Background: an optimization exercise with open tools, aiming at a short achievable clock period and few clock cycles. Do not read the settings as production practice. The RTL was checked by simulation tests, not by an equivalence proof against the original design. Power and IR drop assume default switching activity.

==> flow/design.v <==
package cache_pkg;
    localparam int ADDR_WIDTH   = 16;
    localparam int DATA_WIDTH   = 32;
    localparam int BE_WIDTH     = DATA_WIDTH / 8;
    localparam int NUM_WAYS     = 2;
    localparam int NUM_SETS     = 8;
    localparam int INDEX_WIDTH  = 3;
    localparam int OFFSET_WIDTH = 2;
    localparam int TAG_WIDTH    = ADDR_WIDTH - INDEX_WIDTH - OFFSET_WIDTH;
    localparam int COUNT_WIDTH  = 32;
    typedef struct packed {
        logic [TAG_WIDTH-1:0]    tag;
        logic [INDEX_WIDTH-1:0]  index;
        logic [OFFSET_WIDTH-1:0] offset;
    } cache_addr_fields_t;
    typedef union packed {
        logic [ADDR_WIDTH-1:0] word;
        cache_addr_fields_t    fields;
    } cache_addr_t;
    typedef enum logic [2:0] {
        IDLE,
        LOOKUP,
        HIT_RESP,
        WB_REQ,
        WB_WAIT,
        FILL_REQ,
        FILL_WAIT,
        RESP
    } ctrl_state_t;
endpackage
`timescale 1ns/1ps
import cache_pkg::*;
module cache_counters (
    input  logic                                clk,
    input  logic                                rst_n,
    input  logic                                hit_i,
    input  logic                                miss_i,
    input  logic                                mem_txn_i,
    output logic [cache_pkg::COUNT_WIDTH-1:0]   hit_count_o,
    output logic [cache_pkg::COUNT_WIDTH-1:0]   miss_count_o,
    output logic [cache_pkg::COUNT_WIDTH-1:0]   mem_txn_count_o
);
    logic [1:0]             inc_q;
    logic [2:0]             inc;
    logic [COUNT_WIDTH-1:0] count_q [3];
    always_ff @(posedge clk)
    begin
        if (!rst_n)
        begin
            inc_q <= '0;
            for (int i = 0; i < 3; i++)
                count_q[i] <= '0;
        end
        else
        begin
            inc_q <= {miss_i, hit_i};
            for (int i = 0; i < 3; i++)
            begin
                if (inc[i] && count_q[i] != '1)
                    count_q[i] <= count_q[i] + 1'b1;
            end
        end
    end
    assign inc = {mem_txn_i, inc_q};
    assign hit_count_o     = count_q[0];
    assign miss_count_o    = count_q[1];
    assign mem_txn_count_o = count_q[2];
endmodule
`timescale 1ns/1ps
import cache_pkg::*;
module cache_top (
    input  logic                                clk,
    input  logic                                rst_n,
    input  logic                                proc_req_i,
    input  logic [cache_pkg::ADDR_WIDTH-1:0]    proc_addr_i,
    input  logic                                proc_we_i,
    input  logic [cache_pkg::BE_WIDTH-1:0]      proc_be_i,
    input  logic [cache_pkg::DATA_WIDTH-1:0]    proc_wdata_i,
    output logic                                proc_gnt_o,
    output logic                                proc_rvalid_o,
    output logic [cache_pkg::DATA_WIDTH-1:0]    proc_rdata_o,
    output logic                                mem_req_o,
    output logic [cache_pkg::ADDR_WIDTH-1:0]    mem_addr_o,
    output logic                                mem_we_o,
    output logic [cache_pkg::BE_WIDTH-1:0]      mem_be_o,
    output logic [cache_pkg::DATA_WIDTH-1:0]    mem_wdata_o,
    input  logic                                mem_gnt_i,
    input  logic                                mem_rvalid_i,
    input  logic [cache_pkg::DATA_WIDTH-1:0]    mem_rdata_i,
    output logic [cache_pkg::COUNT_WIDTH-1:0]   hit_count_o,
    output logic [cache_pkg::COUNT_WIDTH-1:0]   miss_count_o,
    output logic [cache_pkg::COUNT_WIDTH-1:0]   mem_txn_count_o
);
    localparam int QDEPTH = 16;
    localparam int QW     = 4;     
    localparam int NP     = 4;
    localparam int WAW    = ADDR_WIDTH - OFFSET_WIDTH;
    logic [TAG_WIDTH-1:0]   tag_q   [NUM_WAYS][NUM_SETS];
    logic [DATA_WIDTH-1:0]  data_q  [NUM_WAYS][NUM_SETS];
    logic [NUM_SETS-1:0]    valid_q [NUM_WAYS];
    logic [NUM_SETS-1:0]    dirty_q [NUM_WAYS];
    logic [NUM_SETS-1:0]    mru_q;
    logic [NUM_SETS-1:0]    lpend_q [NUM_WAYS];
    logic [BE_WIDTH-1:0]    pmask_q [NUM_WAYS][NUM_SETS];
    logic                   r_v_q;
    logic [ADDR_WIDTH-1:0]  r_addr_q;
    logic                   r_we_q;
    logic [BE_WIDTH-1:0]    r_be_q;
    logic [DATA_WIDTH-1:0]  r_wdata_q;
    logic [NUM_SETS-1:0]    r_oh_q;      
    logic                   k_v_q;
    logic [ADDR_WIDTH-1:0]  k_addr_q;
    logic                   k_we_q;
    logic [BE_WIDTH-1:0]    k_be_q;
    logic [DATA_WIDTH-1:0]  k_wdata_q;
    logic [NUM_SETS-1:0]    k_oh_q;
    logic [NUM_SETS-1:0]    in_oh;
    logic                   l_v_q;
    logic [INDEX_WIDTH-1:0] l_idx_q;
    logic [TAG_WIDTH-1:0]   l_tag_q;
    logic                   l_we_q;
    logic [BE_WIDTH-1:0]    l_be_q;
    logic [DATA_WIDTH-1:0]  l_wdata_q;
    logic                   l_hit_q;
    logic                   l_hway_q;
    logic                   l_vway_q;
    logic                   l_tway_q;
    logic [2*NUM_SETS-1:0]  l_toh_q;
    logic [2*NUM_SETS-1:0]  l_hoh_q;     
    logic [2*NUM_SETS-1:0]  l_voh_q;     
    logic [NUM_SETS-1:0]    l_soh_q;     
    logic                   l_vpend_q;
    logic                   l_vdirty_q;
    logic [WAW-1:0]         l_faddr_q;
    logic                   st_wbreq_q;
    logic                   st_wbwait_q;
    logic                   st_fillreq_q;
    logic                   st_fillwait_q;
    logic                   mem_req_q;
    logic                   chain_q;
    logic [INDEX_WIDTH-1:0] a_idx_q;
    logic [TAG_WIDTH-1:0]   a_tag_q;
    logic                   a_way_q;
    logic                   f_v_q;
    logic [INDEX_WIDTH-1:0] f_idx_q;
    logic                   f_way_q;
    logic [2*NUM_SETS-1:0]  f_oh_q;
    logic [BE_WIDTH-1:0]    f_wen_q [2*NUM_SETS];
    logic [DATA_WIDTH-1:0]  f2_data_q;
    logic [2*NUM_SETS-1:0]  a_oh_q;
    logic [DATA_WIDTH-1:0]  f_data_q;
    logic [NP-1:0]          pv_q;
    logic [INDEX_WIDTH-1:0] p_idx_q   [NP];
    logic [TAG_WIDTH-1:0]   p_tag_q   [NP];
    logic                   p_way_q   [NP];
    logic                   p_vd_q    [NP];
    logic [WAW-1:0]         p_addr_q  [NP];
    logic [DATA_WIDTH-1:0]  p_vdata_q [NP];
    logic [2*NUM_SETS-1:0]  p_oh_q    [NP];
    logic                   p_v;
    logic                   p_pop;
    logic                   p_push;
    logic                   p_nonempty_d;
    logic                   s2_v_q;
    logic [INDEX_WIDTH-1:0] s2_idx_q;
    logic                   s2_way_q;
    logic                   s2_we_q;
    logic [BE_WIDTH-1:0]    s2_be_q;
    logic [DATA_WIDTH-1:0]  s2_wdata_q;
    logic [DATA_WIDTH-1:0]  s2_line_q;
    logic [2*NUM_SETS-1:0]  s2_oh_q;
    logic                   s2_fprev_q;
    logic                   s2_fnow_q;
    logic                   s2_pend_q;
    logic [BE_WIDTH-1:0]    s2_mask_q;
    logic [DATA_WIDTH-1:0]  rq_data_q [QDEPTH];
    logic [BE_WIDTH-1:0]    rq_mask_q [QDEPTH];
    logic [INDEX_WIDTH-1:0] rq_wset_q [QDEPTH];
    logic                   rq_wway_q [QDEPTH];
    logic [QDEPTH-1:0]      rq_wait_q;
    logic [QDEPTH-1:0]      rq_rdy_q;
    logic                   rq_ok_q;
    logic [QW:0]            rq_head_q;   
    logic [QW:0]            rq_tail_q;
    logic                   pop;
    logic                   gnt;
    logic                   r_free;
    assign gnt        = proc_req_i && !k_v_q;
    assign in_oh      = NUM_SETS'(1) << proc_addr_i[OFFSET_WIDTH +: INDEX_WIDTH];
    assign proc_gnt_o = gnt;
    logic [INDEX_WIDTH-1:0] r_idx;
    logic [TAG_WIDTH-1:0]   r_tag;
    logic [NUM_WAYS-1:0]    way_hit;
    logic                   vict_way;
    logic                   vict_dirty;
    logic [TAG_WIDTH-1:0]   vict_tag;
    logic                   tgt_way;
    logic                   vpend_now;
    logic                   r_adv;
    assign r_idx = r_addr_q[OFFSET_WIDTH +: INDEX_WIDTH];
    assign r_tag = r_addr_q[ADDR_WIDTH-1 -: TAG_WIDTH];
    logic [NUM_WAYS-1:0]    sel_valid;
    logic [NUM_WAYS-1:0]    sel_dirty;
    logic [NUM_WAYS-1:0]    sel_pend;
    logic                   sel_mru;
    logic [TAG_WIDTH-1:0]   sel_tag [NUM_WAYS];
    always_comb
    begin
        way_hit   = '0;
        sel_valid = '0;
        sel_dirty = '0;
        sel_pend  = '0;
        sel_mru   = 1'b0;
        for (int w = 0; w < NUM_WAYS; w++)
        begin
            sel_tag[w] = '0;
            for (int i = 0; i < NUM_SETS; i++)
            begin
                way_hit[w]   = way_hit[w]   | (r_oh_q[i] & valid_q[w][i] & (tag_q[w][i] == r_tag));
                sel_valid[w] = sel_valid[w] | (r_oh_q[i] & valid_q[w][i]);
                sel_dirty[w] = sel_dirty[w] | (r_oh_q[i] & dirty_q[w][i]);
                sel_pend[w]  = sel_pend[w]  | (r_oh_q[i] & lpend_q[w][i]);
                sel_tag[w]   = sel_tag[w]   | ({TAG_WIDTH{r_oh_q[i]}} & tag_q[w][i]);
            end
        end
        for (int i = 0; i < NUM_SETS; i++)
            sel_mru = sel_mru | (r_oh_q[i] & mru_q[i]);
        if (!sel_valid[0])
            vict_way = 1'b0;
        else if (!sel_valid[1])
            vict_way = 1'b1;
        else
            vict_way = ~sel_mru;
        vict_dirty = sel_valid[vict_way] && sel_dirty[vict_way];
        vict_tag   = sel_tag[vict_way];
        tgt_way    = (|way_hit) ? way_hit[1] : vict_way;
        vpend_now  = sel_pend[vict_way] &&
                     !(f_v_q && (f_idx_q == r_idx) && (f_way_q == vict_way));
    end
    logic                   a_busy;
    logic                   fill_now;
    logic                   rq_ok;
    logic                   vict_pend;
    logic [DATA_WIDTH-1:0]  l_line;
    logic [DATA_WIDTH-1:0]  vict_data;
    logic                   lk_go;
    logic                   lk_hit;
    logic                   lk_miss;
    logic                   start_a;
    assign a_busy    = st_wbreq_q || st_wbwait_q || st_fillreq_q || st_fillwait_q;
    assign fill_now  = st_fillwait_q && mem_rvalid_i;
    assign rq_ok     = rq_ok_q;
    assign vict_pend = l_vpend_q;
    logic                   l_pend_rd;
    logic [BE_WIDTH-1:0]    l_mask_rd;
    logic                   l_pend;
    logic [BE_WIDTH-1:0]    l_mask;
    always_comb
    begin
        l_line    = '0;
        l_pend_rd = 1'b0;
        l_mask_rd = '0;
        for (int w = 0; w < NUM_WAYS; w++)
            for (int i = 0; i < NUM_SETS; i++)
            begin
                l_line    = l_line    | ({DATA_WIDTH{l_toh_q[w*NUM_SETS+i]}} & data_q[w][i]);
                l_pend_rd = l_pend_rd | (l_toh_q[w*NUM_SETS+i] & lpend_q[w][i]);
                l_mask_rd = l_mask_rd | ({BE_WIDTH{l_toh_q[w*NUM_SETS+i]}} & pmask_q[w][i]);
            end
        vict_data = l_line;
        l_pend = l_hit_q ? l_pend_rd : 1'b1;
        l_mask = l_hit_q ? l_mask_rd : '0;
    end
    assign lk_hit   = l_v_q && rq_ok && l_hit_q;
    assign lk_miss  = l_v_q && rq_ok && !l_hit_q && !vict_pend && !pv_q[NP-1];
    assign lk_go    = lk_hit || lk_miss;
    assign r_adv    = r_v_q && (!l_v_q || (lk_go && (l_idx_q != r_idx)));
    assign r_free   = !r_v_q || r_adv;
    assign p_v      = pv_q[0];
    assign start_a  = lk_miss && (!a_busy || fill_now) && !p_v;
    assign p_pop    = fill_now && p_v;
    assign p_push   = lk_miss && !start_a;
    assign p_nonempty_d = p_push || pv_q[1] || (pv_q[0] && !p_pop);
    always_ff @(posedge clk)
    begin
        if (!rst_n)
        begin
            r_v_q <= 1'b0;
            k_v_q <= 1'b0;
            l_v_q <= 1'b0;
        end
        else
        begin
            if (r_free)
            begin
                r_v_q <= k_v_q || gnt;
                k_v_q <= 1'b0;
            end
            else if (gnt)
                k_v_q <= 1'b1;
            if (r_adv)
                l_v_q <= 1'b1;
            else if (lk_go)
                l_v_q <= 1'b0;
        end
    end
    always_ff @(posedge clk)
    begin
        if (r_free)
        begin
            if (k_v_q)
            begin
                r_addr_q  <= k_addr_q;
                r_we_q    <= k_we_q;
                r_be_q    <= k_be_q;
                r_wdata_q <= k_wdata_q;
                r_oh_q    <= k_oh_q;
            end
            else
            begin
                r_addr_q  <= proc_addr_i;
                r_we_q    <= proc_we_i;
                r_be_q    <= proc_be_i;
                r_wdata_q <= proc_wdata_i;
                r_oh_q    <= in_oh;
            end
        end
        if (!k_v_q)
        begin
            k_addr_q  <= proc_addr_i;
            k_we_q    <= proc_we_i;
            k_be_q    <= proc_be_i;
            k_wdata_q <= proc_wdata_i;
            k_oh_q    <= in_oh;
        end
        if (r_adv)
        begin
            l_idx_q    <= r_idx;
            l_tag_q    <= r_tag;
            l_we_q     <= r_we_q;
            l_be_q     <= r_be_q;
            l_wdata_q  <= r_wdata_q;
            l_hit_q    <= |way_hit;
            l_hway_q   <= way_hit[1];
            l_vway_q   <= vict_way;
            l_vdirty_q <= vict_dirty;
            l_faddr_q  <= {(vict_dirty ? vict_tag : r_tag), r_idx};
            l_tway_q   <= tgt_way;
            l_toh_q    <= (2*NUM_SETS)'(1) << {tgt_way, r_idx};
            l_hoh_q    <= (2*NUM_SETS)'(1) << {way_hit[1], r_idx};
            l_voh_q    <= (2*NUM_SETS)'(1) << {vict_way, r_idx};
            l_soh_q    <= r_oh_q;
            l_vpend_q  <= vpend_now;
        end
        else if (f_v_q && (f_idx_q == l_idx_q) && (f_way_q == l_vway_q))
            l_vpend_q  <= 1'b0;
    end
    logic                   load_s1;
    logic                   load_p;
    logic                   load_afill;
    logic                   nx_wbreq;
    logic                   nx_wbwait;
    logic                   nx_fillreq;
    logic                   nx_fillwait;
    assign mem_req_o = mem_req_q || (mem_rvalid_i && chain_q);
    assign mem_be_o  = '1;
    assign load_s1    = start_a || (p_push && !p_v &&
                                    (st_fillwait_q || (st_fillreq_q && mem_gnt_i)));
    assign load_p     = st_fillreq_q && mem_gnt_i && p_v;
    assign load_afill = st_wbreq_q && mem_gnt_i;
    always_comb
    begin
        nx_wbreq    = st_wbreq_q && !mem_gnt_i;
        nx_wbwait   = (st_wbreq_q && mem_gnt_i) || (st_wbwait_q && !mem_rvalid_i);
        nx_fillreq  = (st_wbwait_q && mem_rvalid_i) || (st_fillreq_q && !mem_gnt_i);
        nx_fillwait = (st_fillreq_q && mem_gnt_i) || (st_fillwait_q && !mem_rvalid_i);
        if (p_pop)
        begin
            nx_wbreq   = p_vd_q[0];
            nx_fillreq = !p_vd_q[0];
        end
        else if (start_a)
        begin
            nx_wbreq   = l_vdirty_q;
            nx_fillreq = !l_vdirty_q;
        end
    end
    always_ff @(posedge clk)
    begin
        if (!rst_n)
        begin
            st_wbreq_q    <= 1'b0;
            st_wbwait_q   <= 1'b0;
            st_fillreq_q  <= 1'b0;
            st_fillwait_q <= 1'b0;
            mem_req_q     <= 1'b0;
            chain_q       <= 1'b0;
            pv_q          <= '0;
            s2_v_q        <= 1'b0;
            f_v_q         <= 1'b0;
        end
        else
        begin
            f_v_q         <= fill_now;
            st_wbreq_q    <= nx_wbreq;
            st_wbwait_q   <= nx_wbwait;
            st_fillreq_q  <= nx_fillreq;
            st_fillwait_q <= nx_fillwait;
            mem_req_q     <= nx_wbreq || nx_fillreq;
            chain_q       <= nx_wbwait || (nx_fillwait && p_nonempty_d);
            s2_v_q        <= lk_go;
            for (int i = 0; i < NP; i++)
            begin
                if (p_pop && !p_push)
                    pv_q[i] <= (i < NP - 1) ? pv_q[(i + 1) % NP] : 1'b0;
                else if (p_push && !p_pop)
                    pv_q[i] <= pv_q[i] || (i == 0) || pv_q[(i + NP - 1) % NP];
            end
        end
    end
    always_ff @(posedge clk)
    begin
        if (lk_go)
        begin
            s2_idx_q   <= l_idx_q;
            s2_way_q   <= l_tway_q;
            s2_line_q  <= l_line;
            s2_oh_q    <= l_toh_q;
            s2_fprev_q <= l_pend && f_v_q && (f_idx_q == l_idx_q) && (f_way_q == l_tway_q);
            s2_fnow_q  <= l_pend && fill_now && (a_idx_q == l_idx_q) && (a_way_q == l_tway_q);
            s2_pend_q  <= l_pend;
            s2_mask_q  <= l_mask;
            s2_we_q    <= l_we_q;
            s2_be_q    <= l_be_q;
            s2_wdata_q <= l_wdata_q;
        end
        if (fill_now)
        begin
            f_idx_q    <= a_idx_q;
            f_way_q    <= a_way_q;
            f_data_q   <= mem_rdata_i;
            f_oh_q     <= a_oh_q;
            for (int i = 0; i < 2*NUM_SETS; i++)
                f_wen_q[i] <= ~(pmask_q[i / NUM_SETS][i % NUM_SETS] |
                                ((s2_v_q && s2_we_q && s2_oh_q[i]) ? s2_be_q : '0));
        end
        f2_data_q <= f_data_q;
        if (start_a)
        begin
            a_idx_q    <= l_idx_q;
            a_tag_q    <= l_tag_q;
            a_way_q    <= l_vway_q;
            a_oh_q     <= l_voh_q;
        end
        else if (p_pop)
        begin
            a_idx_q    <= p_idx_q[0];
            a_tag_q    <= p_tag_q[0];
            a_way_q    <= p_way_q[0];
            a_oh_q     <= p_oh_q[0];
        end
        for (int i = 0; i < NP; i++)
        begin
            if (p_push && (p_pop ? (pv_q[i] && (i == NP - 1 || !pv_q[(i + 1) % NP]))
                                 : (!pv_q[i] && (i == 0 || pv_q[(i + NP - 1) % NP]))))
            begin
                p_idx_q[i]   <= l_idx_q;
                p_tag_q[i]   <= l_tag_q;
                p_way_q[i]   <= l_vway_q;
                p_vd_q[i]    <= l_vdirty_q;
                p_addr_q[i]  <= l_faddr_q;
                p_vdata_q[i] <= vict_data;
                p_oh_q[i]    <= l_voh_q;
            end
            else if (p_pop && i < NP - 1)
            begin
                p_idx_q[i]   <= p_idx_q[(i + 1) % NP];
                p_tag_q[i]   <= p_tag_q[(i + 1) % NP];
                p_way_q[i]   <= p_way_q[(i + 1) % NP];
                p_vd_q[i]    <= p_vd_q[(i + 1) % NP];
                p_addr_q[i]  <= p_addr_q[(i + 1) % NP];
                p_vdata_q[i] <= p_vdata_q[(i + 1) % NP];
                p_oh_q[i]    <= p_oh_q[(i + 1) % NP];
            end
        end
        if (load_s1)
        begin
            mem_addr_o  <= {l_faddr_q, 2'b00};
            mem_we_o    <= l_vdirty_q;
            mem_wdata_o <= vict_data;
        end
        else if (load_p)
        begin
            mem_addr_o  <= {p_addr_q[0], 2'b00};
            mem_we_o    <= p_vd_q[0];
            mem_wdata_o <= p_vdata_q[0];
        end
        else if (load_afill)
        begin
            mem_addr_o  <= {a_tag_q, a_idx_q, 2'b00};
            mem_we_o    <= 1'b0;
        end
    end
    logic [DATA_WIDTH-1:0]  s2_line;
    logic [BE_WIDTH-1:0]    s2_mask;
    logic                   s2_pend;
    logic                   s2_fill;
    logic                   s2_fill_now;
    logic                   s2_fill_prev;
    logic [DATA_WIDTH-1:0]  s2_ans;
    always_comb
    begin
        s2_line = s2_line_q;
        s2_mask = s2_mask_q;
        s2_pend = s2_pend_q;
        s2_fill_now  = s2_fnow_q;
        s2_fill_prev = s2_fprev_q;
        s2_fill      = s2_fill_now || s2_fill_prev;
        s2_ans  = s2_line;
        for (int b = 0; b < BE_WIDTH; b++)
            if (!s2_mask[b])
            begin
                if (s2_fill_now)
                    s2_ans[8*b +: 8] = f_data_q[8*b +: 8];
                else if (s2_fill_prev)
                    s2_ans[8*b +: 8] = f2_data_q[8*b +: 8];
            end
        if (s2_we_q)
            s2_ans = '0;
    end
    logic [QDEPTH-1:0]      rq_hoh_q;
    logic [QDEPTH-1:0]      rq_toh_q;
    logic [QDEPTH-1:0]      s2_poh_q;
    logic [QDEPTH-1:0]      rq_fm_q;
    logic [DATA_WIDTH-1:0]  rq_head_data;
    logic                   s2_to_wait;
    assign pop        = |(rq_rdy_q & rq_hoh_q);
    assign s2_to_wait = s2_v_q && !s2_we_q && s2_pend && !s2_fill;
    always_comb
    begin
        rq_head_data = '0;
        for (int i = 0; i < QDEPTH; i++)
            rq_head_data = rq_head_data | ({DATA_WIDTH{rq_hoh_q[i]}} & rq_data_q[i]);
    end
    always_ff @(posedge clk)
    begin
        if (lk_go)
            s2_poh_q <= rq_toh_q;
    end
    always_ff @(posedge clk)
    begin
        if (!rst_n)
        begin
            rq_rdy_q      <= '0;
            rq_wait_q     <= '0;
            rq_fm_q       <= '0;
            rq_ok_q       <= 1'b1;
            rq_head_q     <= '0;
            rq_tail_q     <= '0;
            rq_hoh_q      <= QDEPTH'(1);
            rq_toh_q      <= QDEPTH'(1);
            proc_rvalid_o <= 1'b0;
        end
        else
        begin
            proc_rvalid_o <= pop;
            if (lk_go)
            begin
                rq_tail_q <= rq_tail_q + 1'b1;
                rq_toh_q  <= {rq_toh_q[QDEPTH-2:0], rq_toh_q[QDEPTH-1]};
            end
            if (pop)
            begin
                rq_head_q <= rq_head_q + 1'b1;
                rq_hoh_q  <= {rq_hoh_q[QDEPTH-2:0], rq_hoh_q[QDEPTH-1]};
            end
            rq_ok_q  <= (rq_tail_q - rq_head_q) <= (QW+1)'(QDEPTH - 2);
            for (int i = 0; i < QDEPTH; i++)
                rq_fm_q[i] <= fill_now &&
                              ((rq_wait_q[i] && rq_wset_q[i] == a_idx_q && rq_wway_q[i] == a_way_q) ||
                               (s2_to_wait && s2_poh_q[i] && s2_idx_q == a_idx_q && s2_way_q == a_way_q));
            for (int i = 0; i < QDEPTH; i++)
            begin
                if (pop && rq_hoh_q[i])
                    rq_rdy_q[i] <= 1'b0;
                if (f_v_q && rq_fm_q[i])
                begin
                    rq_wait_q[i] <= 1'b0;
                    rq_rdy_q[i]  <= 1'b1;
                end
                if (s2_v_q && s2_poh_q[i])
                begin
                    if (s2_to_wait)
                        rq_wait_q[i] <= 1'b1;
                    else
                        rq_rdy_q[i]  <= 1'b1;
                end
            end
        end
    end
    always_ff @(posedge clk)
    begin
        if (pop)
            proc_rdata_o <= rq_head_data;
        for (int i = 0; i < QDEPTH; i++)
        begin
            if (f_v_q && rq_fm_q[i])
                for (int b = 0; b < BE_WIDTH; b++)
                    if (!rq_mask_q[i][b])
                        rq_data_q[i][8*b +: 8] <= f_data_q[8*b +: 8];
            if (s2_v_q && s2_poh_q[i])
            begin
                rq_data_q[i] <= s2_ans;
                rq_mask_q[i] <= s2_mask;
                rq_wset_q[i] <= s2_idx_q;
                rq_wway_q[i] <= s2_way_q;
            end
        end
    end
    always_ff @(posedge clk)
    begin
        if (!rst_n)
        begin
            for (int w = 0; w < NUM_WAYS; w++)
            begin
                valid_q[w] <= '0;
                dirty_q[w] <= '0;
                lpend_q[w] <= '0;
            end
            mru_q <= '0;
        end
        else
        begin
            for (int i = 0; i < 2*NUM_SETS; i++)
            begin
                if (f_v_q && f_oh_q[i])
                    lpend_q[i / NUM_SETS][i % NUM_SETS] <= 1'b0;
                if (lk_hit && l_we_q && l_hoh_q[i])
                    dirty_q[i / NUM_SETS][i % NUM_SETS] <= 1'b1;
                if (lk_miss && l_voh_q[i])
                begin
                    valid_q[i / NUM_SETS][i % NUM_SETS] <= 1'b1;
                    dirty_q[i / NUM_SETS][i % NUM_SETS] <= l_we_q;
                    lpend_q[i / NUM_SETS][i % NUM_SETS] <= 1'b1;
                end
            end
            for (int i = 0; i < NUM_SETS; i++)
            begin
                if (lk_hit && l_soh_q[i])
                    mru_q[i] <= l_hway_q;
                if (lk_miss && l_soh_q[i])
                    mru_q[i] <= l_vway_q;
            end
        end
    end
    always_ff @(posedge clk)
    begin
        for (int i = 0; i < 2*NUM_SETS; i++)
        begin
            if (lk_miss && l_voh_q[i])
            begin
                tag_q[i / NUM_SETS][i % NUM_SETS]   <= l_tag_q;
                pmask_q[i / NUM_SETS][i % NUM_SETS] <= '0;
            end
            for (int b = 0; b < BE_WIDTH; b++)
            begin
                if (f_v_q && f_oh_q[i] && f_wen_q[i][b])
                    data_q[i / NUM_SETS][i % NUM_SETS][8*b +: 8] <= f_data_q[8*b +: 8];
                if (s2_v_q && s2_we_q && s2_oh_q[i] && s2_be_q[b])
                    data_q[i / NUM_SETS][i % NUM_SETS][8*b +: 8] <= s2_wdata_q[8*b +: 8];
            end
            if (s2_v_q && s2_we_q && s2_pend && s2_oh_q[i])
                pmask_q[i / NUM_SETS][i % NUM_SETS] <= s2_mask | s2_be_q;
        end
    end
    cache_counters u_counters (
        .clk             (clk),
        .rst_n           (rst_n),
        .hit_i           (lk_hit),
        .miss_i          (lk_miss),
        .mem_txn_i       (mem_req_q && mem_gnt_i),
        .hit_count_o     (hit_count_o),
        .miss_count_o    (miss_count_o),
        .mem_txn_count_o (mem_txn_count_o)
    );
endmodule
==> flow/run.sh <==
#!/bin/bash
# synth_recipe.tcl (not shown) runs the flow's synth.tcl, then flattens the netlist and writes it again
# the make line also repeats each setting of config.mk as NAME=value (left out here)
make -C /OpenROAD-flow-scripts/flow DESIGN_CONFIG=/design/flow/config.mk WORK_HOME=/design/flow/orfs CLKGATE_MAP_FILE= SYNTH_SCRIPT=/design/flow/synth_recipe.tcl finish
==> flow/config.mk <==
export PLATFORM = sky130hd
export DESIGN_NAME = cache_top
export DESIGN_NICKNAME = cache_top
export VERILOG_FILES = /design/flow/design.v
export SDC_FILE = /design/flow/constraint.sdc
export NUM_CORES = 4
export LEC_CHECK = 0
export ABC_CLOCK_PERIOD_IN_PS = 2400
export CAP_MARGIN = 20
export CORE_MARGIN = 2
export CORE_UTILIZATION = 55
export SETUP_SLACK_MARGIN = 1.8
export SLEW_MARGIN = 20
export TNS_END_PERCENT = 5
==> flow/constraint.sdc <==
create_clock -name core_clock -period 4.2 [get_ports {clk}]
set_input_delay 0.8400 -clock core_clock [delete_from_list [all_inputs] [get_ports {clk}]]
set_output_delay 0.8400 -clock core_clock [all_outputs]
set_load 0.01 [all_outputs]
==> out/summary.txt, run 1 <==
OUTCOME
--------------------------------------------------------------------------------------------------------
Outcome                                                                 no timing/DRC/antenna violations

CLOCK NETWORK
--------------------------------------------------------------------------------------------------------
Max clock buf depth                                                                                    4
TritonCTS Buffers                                                                                    289
Number of clock sinks seen by CTS                                                                   2565
Hold buffer count at CTS                                                                               0
Post-CTS clock slew at the launch and capture registers of the worst setup and hold paths        0.06 ns
Number of levels the H-tree was split into                                                             5
Clk latency of the worst-skew pair                                                               0.95 ns
Root buffer selected by CTS                                                                    clkbuf_16
TritonCTS clock tree                                                                                 yes

POWER AND IR DROP
--------------------------------------------------------------------------------------------------------
Sw power                                                                                         12.1 mW
Combinational group share of total power                                                           0.045
Peak supply drop                                                                              0.000473 V
Internal power                                                                                   43.1 mW
Total design power                                                                               55.1 mW
Power density relative to cell area                                                          437 mW/mm^2
Switching portion of total power                                                                   0.219
Static power due to leakage                                                                      44.4 nW
Part of the power in registers                                                                     0.514
Share of total power in the clock network                                                          0.441

CRITICAL PATH
--------------------------------------------------------------------------------------------------------
WS Path Type                                                                                flip-flop to flip-flop
Data required time of the worst path                                                             4.74 ns
Critical path's largest stage delay                                                              0.83 ns
Reg-to-Reg Start                                                                            l_faddr_q[2]
R2r endpoint                                                                                l_wdata_q[14]
Arrival @ worst endpoint                                                                         3.17 ns
Category of cells accounting for the largest share of critical-path delay                     flip-flops
Critical path peak fanout                                                                            105
Critical Path Start Type                                                                       flip-flop
Worst Reg2Reg Path Length in Cells                                                                     6
Count of buffering cells on the critical path with inverters included                                  2
Slowest stage cell, crit path                                                                   edfxtp_1
Critical path capture point type                                                               flip-flop
Critical path, cell by cell                                                                 xor2_1, nor3_1, o21ai_1, nand2_1, clkinvlp_4, buf_12
Register-to-register setup slack                                                                 1.57 ns

ROUTE
--------------------------------------------------------------------------------------------------------
Routed Antenna Nets                                                                                    0
Iteration-0 DRC count of the detailed router                                                        9841
Vias per std cell                                                                                   6.39
DR vias                                                                                            73518
DRC Markers                                                                                            0
Detailed-routing iteration count for the pre-antenna-repair pass                                       6
Final routed wire length divided by cell count                                                   30.5 um
Post-detailed-routing wire length                                                                 351 mm

TIMING
--------------------------------------------------------------------------------------------------------
Minimum clock period                                                                             2.63 ns
FMAX                                                                                             380 MHz
Final Hold Violating Endpoints                                                                         0
Total negative slack                                                                                0 ns
Final-report setup violation count                                                                     0
Max-slew violation total from the final report                                                         0
Actual slew at the worst max-slew pin                                                            1.15 ns
Clk_skew                                                                                       0.0369 ns
RSZ-0062 raised after global routing                                                                true
Fraction of the cycle the final worst path needs                                                   0.626
Worst slew margin                                                                                  0.233

MIN PATH
--------------------------------------------------------------------------------------------------------
Hold Path Stages                                                                                       0
Worst min-delay path category                                                               flip-flop to flip-flop
Hold Path Origin                                                                            r_wdata_q[10]
Hold Path End                                                                               l_wdata_q[10]

FLOORPLAN
--------------------------------------------------------------------------------------------------------
Height of the die                                                                                 449 um
Die boundary width                                                                                449 um
Core area                                                                                    0.197 sq mm
Starting utilization of the core area                                                              0.553
Total die area                                                                               0.202 sq mm
Top-Level Pins                                                                                       274
Row count                                                                                            163

PLACEMENT
--------------------------------------------------------------------------------------------------------
Detailed placement HPWL                                                                           228 mm
Final RePlAce weighted congestion                                                                  0.932
Number of I/O port buffers                                                                           265

GLOBAL ROUTE
--------------------------------------------------------------------------------------------------------
Met2 Usage GRT                                                                                     0.528
Met1 Usage GRT                                                                                     0.465
First-pass GRT wire length                                                                        500 mm
Overflow left after global routing                                                                     0
Busiest grt layer                                                                                   met2
GR Util All Layers                                                                                 0.341
Met3 track utilization from global routing                                                        0.0824
Pin count of the biggest net entering global routing                                                 106
Via count of the first global-routing pass                                                         71144
Antenna violations before repair                                                                      19

LOGIC SYNTHESIS
--------------------------------------------------------------------------------------------------------
Fraction of synthesis flops using an asynchronous set or reset pin                                     0
Cells taking the most area after synthesis                                                  edfxtp_1 61%, mux2_2 7.7%, dfxtp_1 6.5%
Proportion of netlist area held by the largest area contributor                                    0.610
Main synth FF type                                                                              edfxtp_1
Mean area per synthesized cell                                                                13.1 sq um
Synth Cell Area                                                                              0.109 sq mm
Most frequent cell after synthesis                                                              edfxtp_1
Most common library cells after synthesis                                                   2213 x edfxtp_1, 1001 x nand2_1, 750 x o21ai_0, 741 x mux2_2, 535 x clkbuf_1
Unique masters post-synth                                                                             67
Sequential element share of the synthesized area                                                   0.675
Warning count from the yosys run                                                                      22
Synthesized flop and latch total                                                                    2565
Number of flops mapped to enable cells by yosys                                                     2213
Cell taking the most area after synthesis                                                       edfxtp_1
Instance count of the mapped netlist                                                                8313

FINAL LAYOUT
--------------------------------------------------------------------------------------------------------
Share of post-route cells with drive strength above 1                                              0.199
Final layout net count                                                                              8751
Post-synthesis to final-layout area growth                                                         15.7%
Final-layout fill cell count                                                                       15048

JOB
--------------------------------------------------------------------------------------------------------
Count of maximum capacitance violations                                                                0

-- worst max path at each step --
stage,start,cells after the start,end
after floorplan,r_addr_q[4],6,l_be_q[0]
after global placement,mem_rvalid_i,10,p_oh_q[0][12]
after detailed placement,mem_rvalid_i,9,p_oh_q[2][1]
after CTS,s2_we_q,3,data_q[2][21]
after global routing,l_faddr_q[2],6,l_wdata_q[14]
final,l_faddr_q[2],6,l_wdata_q[14]
-- routing by layer --
layer / wire length, um / up-vias
met5: 104 / -
met4: 15700 / 14
met3: 38500 / 791
met2: 160000 / 3999
met1: 136000 / 36775
li1: - / 31939
-- sequential cells by signal, indices dropped and copies added (netlist names), 64 cells and up --
signal / flops
p_oh_q: 64
f_wen_q: 64
u_counters.count_q: 96
data_q: 512
rq_data_q: 512
tag_q: 176
rq_mask_q: 64
p_vdata_q: 128
pmask_q: 64
-- power by group through the flow --
stage	combinational (mW)	sequential, mW	clock, mW
after CTS	2.39	28.3	24.6
after global placement	2.10	29.0	0
final	2.46	28.3	24.3
after detailed placement	2.13	29.0	0
after floorplan	1.26	28.7	0
after global routing	2.57	28.3	25.6
-- through the flow --
| stage | instances | area (sq um) | utilization | hold slack (ns) | setup slack, ns |
|---|---|---|---|---|---|
| after floorplan | 8317 | 109000 | - | 0.400 | 0.884 |
| after global placement | 10902 | 115000 | 0.586 | 0.401 | 0.671 |
| after detailed placement | 10902 | 115000 | 0.586 | 0.405 | 0.660 |
| after CTS | 11478 | 126000 | 0.637 | 0.415 | 1.61 |
| after global routing | 11499 | 126000 | 0.640 | 0.423 | 1.50 |
| final | 11504 | 126000 | 0.640 | 0.416 | 1.57 |
-- cell usage in the layout, fill, tap and decap left out, drive strengths merged, types with 10 or more instances in the layout --
cell type	instances
and3	21
buf	426
dfxtp	352
a22oi	273
and4	11
nand4	99
nand2	1001
or3	21
nor3	46
a211oi	19
edfxtp	2213
a22o	206
o21ai	751
ha	11
a221oi	206
a21oi	307
mux2i	20
mux2	741
o21a	21
inv	129
dlygate4sd2	167
clkinv	95
and2	69
clkdlybuf4s50	84
xor2	266
nand3	197
nor4	114
nand2b	10
bufinv	12
xnor2	73
a32oi	16
clkbuf	396
nor2	387
-- layout make-up --
cell class,count,area [sq um],share of cell area
Sequential cell,2565,73600,0.583
Multi-Input combinational cell,4966,33100,0.262
Clock buffer,392,8180,0.0649
Timing Repair Buffer,691,6560,0.0521
Tap cell,2640,3300,0.0262
Clock inverter,107,788,0.00625
Inverter,136,566,0.00449
Antenna cell,7,17.5,0.000139
-- cells by family (layout without fill, tap and decap cells) --
logic type               after synthesis  count (layout)  synth area share
AND/OR/NAND/NOR                     2003            2005            0.0812
buffers and inverters                788            1326            0.0282
flip-flops                          2565            2565             0.675
multiplexers                         761             761            0.0784
adder cells (fa/ha/maj)               12              12           0.00145
other                                  2              13         0.0000689
XOR/XNOR                             339             339            0.0273
AO/OA/AOI/OAI                       1843            1843             0.109
-- repair_timing --
item,CTS,global route
cloned,5,5
gates resized for setup,371,41
endpoints found under the setup margin,3039,2917
buffers inserted,72,12
pin swaps,8,4
Testbench counts, summed over its fixed seeds: cycles 25,169.
==> run 2, diff against run 1 <==
--- a/flow/design.v
+++ b/flow/design.v
@@ -95,3 +95,3 @@
     localparam int QW     = 4;     
-    localparam int NP     = 4;
+    localparam int NP     = 2;
     localparam int WAW    = ADDR_WIDTH - OFFSET_WIDTH;
==> run 2 against run 1 <==
Compared with the run above:
- still clean
- sequential share of layout area about the same
- first-iteration DRC count is 12% lower
- fmax down 5.4%
- design area decreased by 6.2%
- non-clock buffer count fell by 62
- final cell count fell by 5.7%
- sequential cell count decreased by 152
- die area down 5.5%
- clock skew rose by 0.0026 ns
- via count down 4.5%
- critical endpoint is now s2_line_q[5]
- largest power group unchanged
==> out/summary.txt, run 2 <==
TIMING
--------------------------------------------------------------------------------------------------------
FMAX                                                                                             360 MHz
Fraction of the cycle the final worst path needs                                                   0.662
Minimum clock period                                                                             2.78 ns
Final Hold Violating Endpoints                                                                         0
Max-slew violation total from the final report                                                         0
Clk_skew                                                                                       0.0396 ns
RSZ-0062 raised after global routing                                                                true
Total negative slack                                                                                0 ns
Final-report setup violation count                                                                     0
Actual slew at the worst max-slew pin                                                            1.15 ns
Worst slew margin                                                                                  0.232

GLOBAL ROUTE
--------------------------------------------------------------------------------------------------------
Busiest grt layer                                                                                   met2
Met2 Usage GRT                                                                                     0.532
Overflow left after global routing                                                                     0
GR Util All Layers                                                                                 0.345
First-pass GRT wire length                                                                        477 mm
Met3 track utilization from global routing                                                        0.0651
Pin count of the biggest net entering global routing                                                 118
Met1 Usage GRT                                                                                     0.484
Antenna violations before repair                                                                      17
Via count of the first global-routing pass                                                         67686

ROUTE
--------------------------------------------------------------------------------------------------------
DR vias                                                                                            70198
Post-detailed-routing wire length                                                                 336 mm
Routed Antenna Nets                                                                                    0
Final routed wire length divided by cell count                                                   30.9 um
Detailed-routing iteration count for the pre-antenna-repair pass                                       9
Iteration-0 DRC count of the detailed router                                                        8635
Vias per std cell                                                                                   6.47
DRC Markers                                                                                            0

LOGIC SYNTHESIS
--------------------------------------------------------------------------------------------------------
Sequential element share of the synthesized area                                                   0.671
Number of flops mapped to enable cells by yosys                                                     2063
Instance count of the mapped netlist                                                                7899
Warning count from the yosys run                                                                      22
Synth Cell Area                                                                              0.103 sq mm
Synthesized flop and latch total                                                                    2413
Cell taking the most area after synthesis                                                       edfxtp_1
Proportion of netlist area held by the largest area contributor                                    0.602
Main synth FF type                                                                              edfxtp_1
Cells taking the most area after synthesis                                                  edfxtp_1 60%, mux2_2 7.2%, dfxtp_1 6.8%
Most frequent cell after synthesis                                                              edfxtp_1
Mean area per synthesized cell                                                                13.0 sq um
Fraction of synthesis flops using an asynchronous set or reset pin                                     0
Most common library cells after synthesis                                                   2063 x edfxtp_1, 950 x nand2_1, 713 x o21ai_0, 656 x mux2_2, 494 x clkbuf_1
Unique masters post-synth                                                                             74

OUTCOME
--------------------------------------------------------------------------------------------------------
Outcome                                                                 no timing/DRC/antenna violations

PLACEMENT
--------------------------------------------------------------------------------------------------------
Number of I/O port buffers                                                                           265
Detailed placement HPWL                                                                           216 mm
Final RePlAce weighted congestion                                                                  0.904
Post-DP Area                                                                                 0.108 sq mm

FINAL LAYOUT
--------------------------------------------------------------------------------------------------------
Seq. cell area                                                                              0.0690 sq mm
Final-layout fill cell count                                                                       14090
Post-synthesis to final-layout area growth                                                         15.0%
Share of post-route cells with drive strength above 1                                              0.186
Final non-filler cell area                                                                   0.118 sq mm
Leading registers by flop count                                                             data_q: 512 flops, rq_data_q: 512 flops, tag_q: 176 flops
Multi-input logic area                                                                      0.0313 sq mm
Most common library cell in the layout ignoring fill and taps                                   edfxtp_1
Final layout net count                                                                              8281
Most frequent cells in the layout                                                           2063 x edfxtp_1, 909 x nand2_1, 693 x o21ai_0

CRITICAL PATH
--------------------------------------------------------------------------------------------------------
Critical path's largest stage delay                                                              0.69 ns
Critical path, cell by cell                                                                 buf_4, a22oi_1, nand3_1, nor2_1, inv_1
Data required time of the worst path                                                             4.82 ns
WS Path Type                                                                                flip-flop to flip-flop
Critical Path Start Type                                                                       flip-flop
Critical path capture point type                                                               flip-flop
Critical path peak fanout                                                                             10
Arrival @ worst endpoint                                                                         3.40 ns
Slowest stage cell, crit path                                                                   edfxtp_1

POWER AND IR DROP
--------------------------------------------------------------------------------------------------------
Peak supply drop                                                                              0.000360 V
Total design power                                                                               52.4 mW
Static power due to leakage                                                                      41.6 nW
Power density relative to cell area                                                          443 mW/mm^2

CLOCK NETWORK
--------------------------------------------------------------------------------------------------------
Max clock buf depth                                                                                    4
Post-CTS clock slew at the launch and capture registers of the worst setup and hold paths        0.07 ns
Clk latency of the worst-skew pair                                                               0.93 ns
TritonCTS Buffers                                                                                    276
Root buffer selected by CTS                                                                    clkbuf_16
Number of clock sinks seen by CTS                                                                   2413
Number of levels the H-tree was split into                                                             5
TritonCTS clock tree                                                                                 yes

FLOORPLAN
--------------------------------------------------------------------------------------------------------
Total die area                                                                               0.190 sq mm
Die boundary width                                                                                436 um
Top-Level Pins                                                                                       274
Height of the die                                                                                 436 um
Starting utilization of the core area                                                              0.554
Core area                                                                                    0.186 sq mm
Row count                                                                                            158

JOB
--------------------------------------------------------------------------------------------------------
Count of maximum capacitance violations                                                                0

MIN PATH
--------------------------------------------------------------------------------------------------------
Worst min-delay path category                                                               input port to flip-flop

run 2: changes by cell type after synthesis, sizes merged, moves of 12 or more:
cell / change
edfxtp: -150
nor4: -12
o21ai: -36
nor2: -42
buf: +22
mux2: -85
nand2: -48
clkbuf: -41
nand3: +21
xor2: +25
a21oi: -37
xnor2: -15
run 2: worst paths after layout:
check	slack [ns]	end	startpoint	cells past startpoint
max	1.42	s2_line_q[5]	l_toh_q[0]	5
min reg2reg	0.42	l_wdata_q[1]	r_wdata_q[1]	0
max reg2reg	1.42	s2_line_q[5]	l_toh_q[0]	5
min	0.36	k_v_q	proc_req_i	3
run 2: layout make-up:
class                   count  share of cell area
flip-flops and latches   2413               0.584
diodes                      1           0.0000212
inverters                 127             0.00438
repair inverters            2            0.000116
well taps                2480              0.0262
clock inverters           111             0.00820
clock buffers             359              0.0639
repair buffers            629              0.0488
multi-input cells        4730               0.265
run 2: critical path: cells and delay by family (launching register included):
kind | cells | cell delay [ns]
AOI/OAI and AO/OA | 1 | 0.45
buffers and inverters | 2 | 0.48
and+or+nand+nor | 2 | 0.83
DFF | 1 | 0.69
run 2: layer usage:
metal / part of all wire / vias up
li1: - / 30222
met1: 0.40 / 35366
met2: 0.46 / 3872
met3: 0.099 / 732
met4: 0.044 / 6
met5: 0.00013 / -
run 2: report_power, final:
| group | total [mW] | switching, mW | internal, mW |
|---|---|---|---|
| logic | 2.46 | 1.66 | 0.801 |
| registers | 26.8 | 0.443 | 26.3 |
| clock network | 23.2 | 9.47 | 13.7 |
| total | 52.4 | 11.6 | 40.8 |
run 2: timing repair:
action	CTS	global route
gates resized for setup	261	34
hold buffers	0	0
setup buffers	63	6
pin swaps	9	2
endpoints found under the setup margin	2869	2782
gates cloned	4	4
run 2: per-stage QoR:
step                       util  cells  hold WS, ns  setup slack, ns
after floorplan               -   7903        0.400          -0.0481
after global placement    0.584  10302        0.401            0.466
after detailed placement  0.584  10304        0.405            0.429
after CTS                 0.635  10841        0.314             1.45
after global routing      0.637  10851        0.381             1.42
final                     0.637  10852        0.357             1.42
run 2: logic make-up after synthesis:
| kind of cell | synth area share |
|---|---|
| AOI/OAI and AO/OA | 0.110 |
| xor gates and xnor gates | 0.0297 |
| adders and majority gates | 0.00153 |
| buffers and inverters | 0.0301 |
| DFF | 0.671 |
| muxes | 0.0734 |
| other | 0.0000730 |
| and+or+nand+nor | 0.0846 |
Testbench counts of run 2, summed over its fixed seeds: cycles 25,214.
==> run 3, diff against run 2 <==
--- a/flow/design.v
+++ b/flow/design.v
@@ -132,2 +132,3 @@
     logic                   l_vpend_q;
+    logic [DATA_WIDTH-1:0]  l_d_q [NUM_WAYS];
     logic                   l_vdirty_q;
@@ -147,2 +148,3 @@
     logic [2*NUM_SETS-1:0]  f_oh_q;
+    logic [BE_WIDTH-1:0]    f_wm_q;      
     logic [BE_WIDTH-1:0]    f_wen_q [2*NUM_SETS];
@@ -150,2 +152,3 @@
     logic [2*NUM_SETS-1:0]  a_oh_q;
+    logic [BE_WIDTH-1:0]    a_mask;
     logic [DATA_WIDTH-1:0]  f_data_q;
@@ -199,2 +202,3 @@
     logic                   r_adv;
+    logic [DATA_WIDTH-1:0]  r_d [NUM_WAYS];
     assign r_idx = r_addr_q[OFFSET_WIDTH +: INDEX_WIDTH];
@@ -239,2 +243,18 @@
     end
+    always_comb
+    begin
+        for (int w = 0; w < NUM_WAYS; w++)
+        begin
+            r_d[w] = '0;
+            for (int i = 0; i < NUM_SETS; i++)
+                r_d[w] = r_d[w] | ({DATA_WIDTH{r_oh_q[i]}} & data_q[w][i]);
+            for (int b = 0; b < BE_WIDTH; b++)
+            begin
+                if (f_v_q && f_wm_q[b] && (f_idx_q == r_idx) && (f_way_q == w[0]))
+                    r_d[w][8*b +: 8] = f_data_q[8*b +: 8];
+                if (s2_v_q && s2_we_q && s2_be_q[b] && (s2_idx_q == r_idx) && (s2_way_q == w[0]))
+                    r_d[w][8*b +: 8] = s2_wdata_q[8*b +: 8];
+            end
+        end
+    end
     logic                   a_busy;
@@ -259,3 +279,3 @@
     begin
-        l_line    = '0;
+        l_line    = l_d_q[l_tway_q];
         l_pend_rd = 1'b0;
@@ -265,3 +285,2 @@
             begin
-                l_line    = l_line    | ({DATA_WIDTH{l_toh_q[w*NUM_SETS+i]}} & data_q[w][i]);
                 l_pend_rd = l_pend_rd | (l_toh_q[w*NUM_SETS+i] & lpend_q[w][i]);
@@ -353,5 +372,20 @@
             l_vpend_q  <= vpend_now;
+            for (int w = 0; w < NUM_WAYS; w++)
+                l_d_q[w] <= r_d[w];
+        end
+        else
+        begin
+            if (f_v_q && (f_idx_q == l_idx_q) && (f_way_q == l_vway_q))
+                l_vpend_q  <= 1'b0;
+            for (int w = 0; w < NUM_WAYS; w++)
+                for (int b = 0; b < BE_WIDTH; b++)
+                    if (f_v_q && f_wm_q[b] && (f_idx_q == l_idx_q) && (f_way_q == w[0]))
+                        l_d_q[w][8*b +: 8] <= f_data_q[8*b +: 8];
         end
-        else if (f_v_q && (f_idx_q == l_idx_q) && (f_way_q == l_vway_q))
-            l_vpend_q  <= 1'b0;
+    end
+    always_comb
+    begin
+        a_mask = '0;
+        for (int i = 0; i < 2*NUM_SETS; i++)
+            a_mask = a_mask | ({BE_WIDTH{a_oh_q[i]}} & pmask_q[i / NUM_SETS][i % NUM_SETS]);
     end
@@ -442,2 +476,3 @@
             f_oh_q     <= a_oh_q;
+            f_wm_q     <= ~(a_mask | ((s2_v_q && s2_we_q && (s2_oh_q == a_oh_q)) ? s2_be_q : '0));
             for (int i = 0; i < 2*NUM_SETS; i++)
==> run 3 against run 2 <==
Compared with the run above:
- fmax rose by 2.3%
- clock power barely moved
- register-to-register slack improved by 0.06 ns
- via count rose by 4.1%
- critical path type unchanged
- largest power group unchanged
==> out/summary.txt, run 3 <==
OUTCOME
--------------------------------------------------------------------------------------------------------
Outcome                                                                 no timing/DRC/antenna violations

FLOORPLAN
--------------------------------------------------------------------------------------------------------
Row count                                                                                            162
Height of the die                                                                                 446 um
Starting utilization of the core area                                                              0.552
Core area                                                                                    0.195 sq mm
Top-Level Pins                                                                                       274
Die boundary width                                                                                446 um
Total die area                                                                               0.199 sq mm

CLOCK NETWORK
--------------------------------------------------------------------------------------------------------
Clk latency of the worst-skew pair                                                               0.92 ns
Root buffer selected by CTS                                                                    clkbuf_16
TritonCTS clock tree                                                                                 yes
Number of clock sinks seen by CTS                                                                   2481
Hold buffer count at CTS                                                                               0
Post-CTS clock slew at the launch and capture registers of the worst setup and hold paths        0.06 ns
TritonCTS Buffers                                                                                    280
Number of levels the H-tree was split into                                                             5
Max clock buf depth                                                                                    4

FINAL LAYOUT
--------------------------------------------------------------------------------------------------------
Final instance count without filler cells                                                          11260
Most common library cell in the layout ignoring fill and taps                                   edfxtp_1
Most frequent cells in the layout                                                           2131 x edfxtp_1, 925 x nand2_1, 697 x o21ai_0
Leading registers by flop count                                                             data_q: 512 flops, rq_data_q: 512 flops, tag_q: 176 flops
Post-synthesis to final-layout area growth                                                         14.3%
Share of post-route cells with drive strength above 1                                              0.182
Final layout net count                                                                              8612

CRITICAL PATH
--------------------------------------------------------------------------------------------------------
Critical path capture point type                                                               flip-flop
Critical path peak fanout                                                                             16
Slowest stage cell, crit path                                                                   edfxtp_1
Data required time of the worst path                                                             4.73 ns
Arrival @ worst endpoint                                                                         3.24 ns
Critical path's largest stage delay                                                              0.59 ns
WS Path Type                                                                                flip-flop to flip-flop
Critical path, cell by cell                                                                 nor4_4, buf_4, nand2_1, inv_1
Critical Path Start Type                                                                       flip-flop

TIMING
--------------------------------------------------------------------------------------------------------
Worst slew margin                                                                                  0.210
Final Hold Violating Endpoints                                                                         0
Minimum clock period                                                                             2.72 ns
Clk_skew                                                                                       0.0350 ns
FMAX                                                                                             368 MHz
Actual slew at the worst max-slew pin                                                            1.19 ns
Final-report setup violation count                                                                     0
RSZ-0062 raised after global routing                                                                true
Max-slew violation total from the final report                                                         0
Fraction of the cycle the final worst path needs                                                   0.647

LOGIC SYNTHESIS
--------------------------------------------------------------------------------------------------------
Proportion of netlist area held by the largest area contributor                                    0.596
Synthesized flop and latch total                                                                    2481
Mean area per synthesized cell                                                                12.9 sq um
Most frequent cell after synthesis                                                              edfxtp_1
Synth Cell Area                                                                              0.107 sq mm
Instance count of the mapped netlist                                                                8324
Main synth FF type                                                                              edfxtp_1
Number of flops mapped to enable cells by yosys                                                     2131
Unique masters post-synth                                                                             74
Warning count from the yosys run                                                                      24
Cell taking the most area after synthesis                                                       edfxtp_1
Sequential element share of the synthesized area                                                   0.661
Fraction of synthesis flops using an asynchronous set or reset pin                                     0
Most common library cells after synthesis                                                   2131 x edfxtp_1, 970 x nand2_1, 717 x o21ai_0, 657 x mux2_2, 510 x clkbuf_1
Cells taking the most area after synthesis                                                  edfxtp_1 60%, mux2_2 6.9%, dfxtp_1 6.5%

ROUTE
--------------------------------------------------------------------------------------------------------
Iteration-0 DRC count of the detailed router                                                        9069
Final routed wire length divided by cell count                                                   30.5 um
Post-detailed-routing wire length                                                                 344 mm
Vias per std cell                                                                                   6.49
DRC Markers                                                                                            0
Routed Antenna Nets                                                                                    0
DR vias                                                                                            73075
Detailed-routing iteration count for the pre-antenna-repair pass                                       8

PLACEMENT
--------------------------------------------------------------------------------------------------------
Detailed placement HPWL                                                                           222 mm
Number of I/O port buffers                                                                           265
Final RePlAce weighted congestion                                                                  0.968
Placed insts                                                                                       10686

MIN PATH
--------------------------------------------------------------------------------------------------------
Worst min-delay path category                                                               flip-flop to flip-flop

POWER AND IR DROP
--------------------------------------------------------------------------------------------------------
Peak supply drop                                                                              0.000428 V
Total design power                                                                               53.8 mW
Static power due to leakage                                                                      43.2 nW
Share of total power in the clock network                                                          0.432
Part of the power in registers                                                                     0.514
Sw power                                                                                         12.1 mW
Internal power                                                                                   41.6 mW
Power density relative to cell area                                                          438 mW/mm^2
Switching portion of total power                                                                   0.226
Combinational group share of total power                                                           0.054

GLOBAL ROUTE
--------------------------------------------------------------------------------------------------------
Overflow left after global routing                                                                     0
Antenna violations before repair                                                                       8
Pin count of the biggest net entering global routing                                                 123
GR Util All Layers                                                                                 0.340
First-pass GRT wire length                                                                        491 mm
Via count of the first global-routing pass                                                         69733

JOB
--------------------------------------------------------------------------------------------------------
Count of maximum capacitance violations                                                                0

==> run 3: power by group through the flow <==
stage | registers (mW) | clock network (mW) | logic [mW]
floorplan | 27.8 | 0 | 1.65
global placement | 28.2 | 0 | 2.58
detailed placement | 28.2 | 0 | 2.61
CTS | 27.6 | 23.4 | 2.82
global route | 27.6 | 24.4 | 3.10
finish | 27.6 | 23.2 | 2.93
==> run 3: final timing paths <==
| path | startpoint | end | slack (ns) | depth (start not counted) |
|---|---|---|---|---|
| setup reg to reg | l_hit_q | tag_q[9][10] | 1.48 | 4 |
| setup / recovery | l_hit_q | tag_q[9][10] | 1.48 | 4 |
| hold / removal | r_wdata_q[21] | l_wdata_q[21] | 0.41 | 0 |
| hold reg to reg | r_wdata_q[21] | l_wdata_q[21] | 0.41 | 0 |
==> run 3: cell type report <==
class                           instances  area [sq um]
Antenna cell                            4          10.0
Sequential cell                      2481         71000
Inverter                              135           541
Clock buffer                          398          7950
Timing Repair inverter                  2          17.5
Timing Repair Buffer                  630          5950
Tap cell                             2542          3180
Multi-Input combinational cell       4980         33500
Fill cell                           14911         71800
Clock inverter                         88           579
==> run 3: what timing repair did <==
action / CTS / global route
endpoints found under the setup margin: 2823 / 1907
resized for setup: 174 / 77
pin swaps: 12 / 10
setup buffers: 61 / 17
endpoints found under the hold margin: 0 / 0
gates cloned: 2 / 3
==> run 3: logic make-up after synthesis <==
logic type                 count (synthesis)  share of synthesized area
AOI/OAI and AO/OA                       1943                      0.119
xor gates and xnor gates                 367                     0.0301
adders and majority gates                 12                    0.00147
buffers and inverters                    868                     0.0332
DFF                                     2481                      0.661
muxes                                    704                     0.0732
other                                      2                  0.0000699
and+or+nand+nor                         1947                     0.0821
==> run 3: through the flow <==
stage / worst slack, ns / hold WS [ns] / TNS, ns / instance area, sq um / utilization
2_1_floorplan: -0.118 / 0.346 / -12.55 / 108000 / -
3_3_place_gp: 0.592 / 0.401 / 0 / 113000 / 0.580
3_5_place_dp: 0.537 / 0.405 / 0 / 113000 / 0.580
4_1_cts: 1.42 / 0.365 / 0 / 122000 / 0.628
5_1_grt: 1.44 / 0.421 / 0 / 123000 / 0.631
6_report: 1.48 / 0.411 / 0 / 123000 / 0.631
==> run 3: worst max-delay path: cells and delay by family, from the launching register on <==
| kind | cells | cell delay [ns] |
|---|---|---|
| flip-flops | 1 | 0.59 |
| buffers and inverters | 2 | 0.89 |
| AND/OR/NAND/NOR | 2 | 0.83 |
==> run 3: metal layers <==
layer	vias to the layer above	wire length [um]	GRT usage
met1	36799	138000	0.477
met4	4	13900	0.128
met3	721	32200	0.0568
met2	3801	160000	0.534
met5	-	126	0
li1	31750	-	-
Testbench counts of run 3, summed over its fixed seeds: cycles 25,214.
==> run 4, diff against run 3 <==
--- a/flow/config.mk
+++ b/flow/config.mk
@@ -13,2 +13,2 @@
 export SLEW_MARGIN = 20
-export TNS_END_PERCENT = 5
+export TNS_END_PERCENT = 10
==> run 4 against run 3 <==
Compared with the run above:
- largest cell class unchanged
- synthesized cell count did not move
- synthesized area did not move
- utilization barely moved
- global-route usage rose by 0.10 points
- combinational power barely moved
- fmax rose by 1.5%
- die area did not move
- routed wire length barely moved
==> out/summary.txt, run 4 <==
CLOCK NETWORK
--------------------------------------------------------------------------------------------------------
Root buffer selected by CTS                                                                    clkbuf_16
Hold buffer count at CTS                                                                               0
Post-CTS clock slew at the launch and capture registers of the worst setup and hold paths        0.06 ns
TritonCTS Buffers                                                                                    280
Number of clock sinks seen by CTS                                                                   2481
Number of levels the H-tree was split into                                                             5
Max clock buf depth                                                                                    4
Clk latency of the worst-skew pair                                                               0.92 ns
TritonCTS clock tree                                                                                 yes

MIN PATH
--------------------------------------------------------------------------------------------------------
Worst min-delay path category                                                               flip-flop to flip-flop
Hold Path Stages                                                                                       0
Hold Path End                                                                               l_wdata_q[21]
Hold Path Origin                                                                            r_wdata_q[21]

POWER AND IR DROP
--------------------------------------------------------------------------------------------------------
Share of total power in the clock network                                                          0.432
Switching portion of total power                                                                   0.226
Internal power                                                                                   41.6 mW
Sw power                                                                                         12.1 mW
Combinational group share of total power                                                           0.054
Part of the power in registers                                                                     0.514
Total design power                                                                               53.7 mW
Peak supply drop                                                                              0.000427 V
Static power due to leakage                                                                      43.7 nW
Power density relative to cell area                                                          438 mW/mm^2

FLOORPLAN
--------------------------------------------------------------------------------------------------------
Top-Level Pins                                                                                       274
Total die area                                                                               0.199 sq mm
Starting utilization of the core area                                                              0.552
Row count                                                                                            162
Height of the die                                                                                 446 um
Die boundary width                                                                                446 um
Core area                                                                                    0.195 sq mm

TIMING
--------------------------------------------------------------------------------------------------------
Total negative slack                                                                                0 ns
Minimum clock period                                                                             2.68 ns
Clk_skew                                                                                       0.0337 ns
RSZ-0062 raised after global routing                                                                true
FMAX                                                                                             374 MHz
Final Hold Violating Endpoints                                                                         0
Fraction of the cycle the final worst path needs                                                   0.637
Worst slew margin                                                                                  0.214
Final-report setup violation count                                                                     0
Max-slew violation total from the final report                                                         0
Actual slew at the worst max-slew pin                                                            1.18 ns

LOGIC SYNTHESIS
--------------------------------------------------------------------------------------------------------
Synth Cell Area                                                                              0.107 sq mm
Sequential element share of the synthesized area                                                   0.661
Cell taking the most area after synthesis                                                       edfxtp_1
Number of flops mapped to enable cells by yosys                                                     2131
Main combinational cell family by area after synthesis                                      compound AO/OA/AOI/OAI gates
Most common library cells after synthesis                                                   2131 x edfxtp_1, 970 x nand2_1, 717 x o21ai_0, 657 x mux2_2, 510 x clkbuf_1
Fraction of synthesis flops using an asynchronous set or reset pin                                     0
Simple-gate portion of the synthesized area                                                       0.0821
Instance count of the mapped netlist                                                                8324
Unique masters post-synth                                                                             74
Mux share of post-synthesis cell area                                                             0.0732
Main synth FF type                                                                              edfxtp_1
Most frequent cell after synthesis                                                              edfxtp_1
Parity-gate share of the synthesized area counting xor and xnor cells                             0.0301
Post-synthesis compound-gate area fraction                                                         0.119
Synthesized flop and latch total                                                                    2481
Cells taking the most area after synthesis                                                  edfxtp_1 60%, mux2_2 6.9%, dfxtp_1 6.5%
Mean area per synthesized cell                                                                12.9 sq um
Proportion of netlist area held by the largest area contributor                                    0.596
Warning count from the yosys run                                                                      24
Adder and majority gate portion of the synthesized area                                          0.00147

PLACEMENT
--------------------------------------------------------------------------------------------------------
Placed insts                                                                                       10686
Final RePlAce weighted congestion                                                                  0.968
Post-DP Area                                                                                 0.113 sq mm
Detailed placement HPWL                                                                           222 mm
Number of I/O port buffers                                                                           265

GLOBAL ROUTE
--------------------------------------------------------------------------------------------------------
GR Util All Layers                                                                                 0.341
First-pass GRT wire length                                                                        492 mm
Antenna violations before repair                                                                       7
Pin count of the biggest net entering global routing                                                 123
Via count of the first global-routing pass                                                         69705
Overflow left after global routing                                                                     0

CRITICAL PATH
--------------------------------------------------------------------------------------------------------
Arrival @ worst endpoint                                                                         1.84 ns
WS Path Type                                                                                flip-flop to output pin
Worst Reg2Reg Path Length in Cells                                                                     8
Category of cells accounting for the largest share of critical-path delay                   buffers and inverters
Slowest stage cell, crit path                                                               clkdlybuf4s50_1
Critical path's largest stage delay                                                              0.55 ns
Critical path capture point type                                                              output pin
Reg-to-Reg Start                                                                               r_oh_q[1]
Critical Path Start Type                                                                       flip-flop
R2r endpoint                                                                                l_faddr_q[5]
Data required time of the worst path                                                             3.36 ns
Register-to-register setup slack                                                                 1.55 ns
Critical path, cell by cell                                                                 clkdlybuf4s50_1
Count of buffering cells on the critical path with inverters included                                  1
Critical path peak fanout                                                                              1

JOB
--------------------------------------------------------------------------------------------------------
Count of maximum capacitance violations                                                                0

FINAL LAYOUT
--------------------------------------------------------------------------------------------------------
Final layout net count                                                                              8604
Final instance count without filler cells                                                          11259
Final non-filler cell area                                                                   0.123 sq mm
Leading registers by flop count                                                             data_q: 512 flops, rq_data_q: 512 flops, tag_q: 176 flops
Fraction of the core area covered by cells at the end of the flow                                  0.631
Post-synthesis to final-layout area growth                                                         14.2%
Share of post-route cells with drive strength above 1                                              0.184
Final-layout fill cell count                                                                       14917
Most frequent cells in the layout                                                           2131 x edfxtp_1, 918 x nand2_1, 697 x o21ai_0
Most common library cell in the layout ignoring fill and taps                                   edfxtp_1

OUTCOME
--------------------------------------------------------------------------------------------------------
Outcome                                                                 no timing/DRC/antenna violations

ROUTE
--------------------------------------------------------------------------------------------------------
DR vias                                                                                            73026
Vias per std cell                                                                                   6.49
Post-detailed-routing wire length                                                                 343 mm
Detailed-routing iteration count for the pre-antenna-repair pass                                       8
Routed Antenna Nets                                                                                    0
Iteration-0 DRC count of the detailed router                                                        9251
DRC Markers                                                                                            0
Final routed wire length divided by cell count                                                   30.5 um

[run 4: cell counts after synthesis]
No cell type changed its count.
[run 4: cell families after synthesis]
| family | Yosys count |
|---|---|
| flops | 2481 |
| simple gates | 1947 |
| compound gates | 1943 |
| buf+inv | 868 |
| mux | 704 |
| xor+xnor | 367 |
| fa+ha+maj | 12 |
| other cells | 2 |
[run 4: power by group through the flow]
stage          combinational (mW)  clock (mW)  sequential (mW)
6_report                     2.91        23.2             27.6
3_5_place_dp                 2.61           0             28.2
4_1_cts                      2.85        23.4             27.6
5_1_grt                      3.09        24.4             27.6
3_3_place_gp                 2.58           0             28.2
2_1_floorplan                1.65           0             27.8
[run 4: layer usage]
layer	vias to the layer above	part of all wire	GRT usage
li1	31751	-	-
met1	36709	0.40	0.479
met2	3837	0.47	0.536
met3	729	0.092	0.0565
met4	0	0.040	0.126
met5	-	0	0
[run 4: final cells by class]
| type | count | area [sq um] | share of cell area |
|---|---|---|---|
| antenna | 11 | 27.5 | 0.000224 |
| clock buffer | 398 | 7950 | 0.0648 |
| clock inverter | 88 | 579 | 0.00472 |
| inverter | 135 | 556 | 0.00453 |
| multi-input combinational | 4980 | 33400 | 0.272 |
| sequential | 2481 | 71000 | 0.579 |
| tap | 2542 | 3180 | 0.0259 |
| timing repair buffer | 623 | 5940 | 0.0484 |
| timing repair inverter | 1 | 8.76 | 0.0000714 |
[run 4: how the worst max path moves through the flow]
stage / from / end / cells after the start / slack, ns
finish: mem_wdata_o[12] / mem_wdata_o[12] / 1 / 1.52
global route: u_counters.count_q[1][2] / miss_count_o[2] / 1 / 1.48
floorplan: mem_rvalid_i / p_addr_q[0][0] / 8 / -0.12
detailed placement: mem_rvalid_i / p_vdata_q[0][10] / 10 / 0.54
CTS: u_counters.count_q[2][6] / mem_txn_count_o[6] / 1 / 1.42
global placement: mem_rvalid_i / p_vdata_q[0][12] / 10 / 0.59
[run 4: repair_timing]
item / CTS / global route
pin swaps: 12 / 3
setup buffers: 63 / 8
endpoints found under the setup margin: 2823 / 1848
gates cloned: 4 / 0
gates resized for setup: 201 / 103
[run 4: stage by stage]
step | setup WS (ns) | hold WS, ns
floorplan | -0.118 | 0.346
global placement | 0.592 | 0.401
detailed placement | 0.537 | 0.405
CTS | 1.42 | 0.365
global route | 1.48 | 0.421
finish | 1.52 | 0.411

-- port drivers added, routing unchanged --
Ports are ideal in the flow. The routed layouts listed here were re-timed in OpenROAD.
Step 1: set_driving_cell puts a clkbuf_16 on clk and a buf_2 on each other input, an assumption about the parent block.
Step 2 times the ports against the registers' clock, not the clock port: input delays grow and output delays shrink by t, the midpoint of the rising clock arrivals with the driver on.
Three values: no drivers, after step 1, after step 2; two values: the first two.
run | t, ns | setup slack, ns | worst setup path at the end | worst slew at a driven data input, ns
run 1 | 1.014 | 1.571 / 1.571 / 1.084 | input to register | 0.11
run 2 | 1.008 | 1.421 / 1.387 / 0.983 | input to register | 0.13
run 3 | 1.003 | 1.483 / 1.393 / 0.873 | input to register | 0.10
run 4 | 1.002 | 1.524 / 1.422 / 0.893 | input to register | 0.10
After both steps every run listed still meets setup and hold. The setup slack of run 4, which loses most, moves by -0.102 ns with the drivers and by -0.631 ns with both steps.
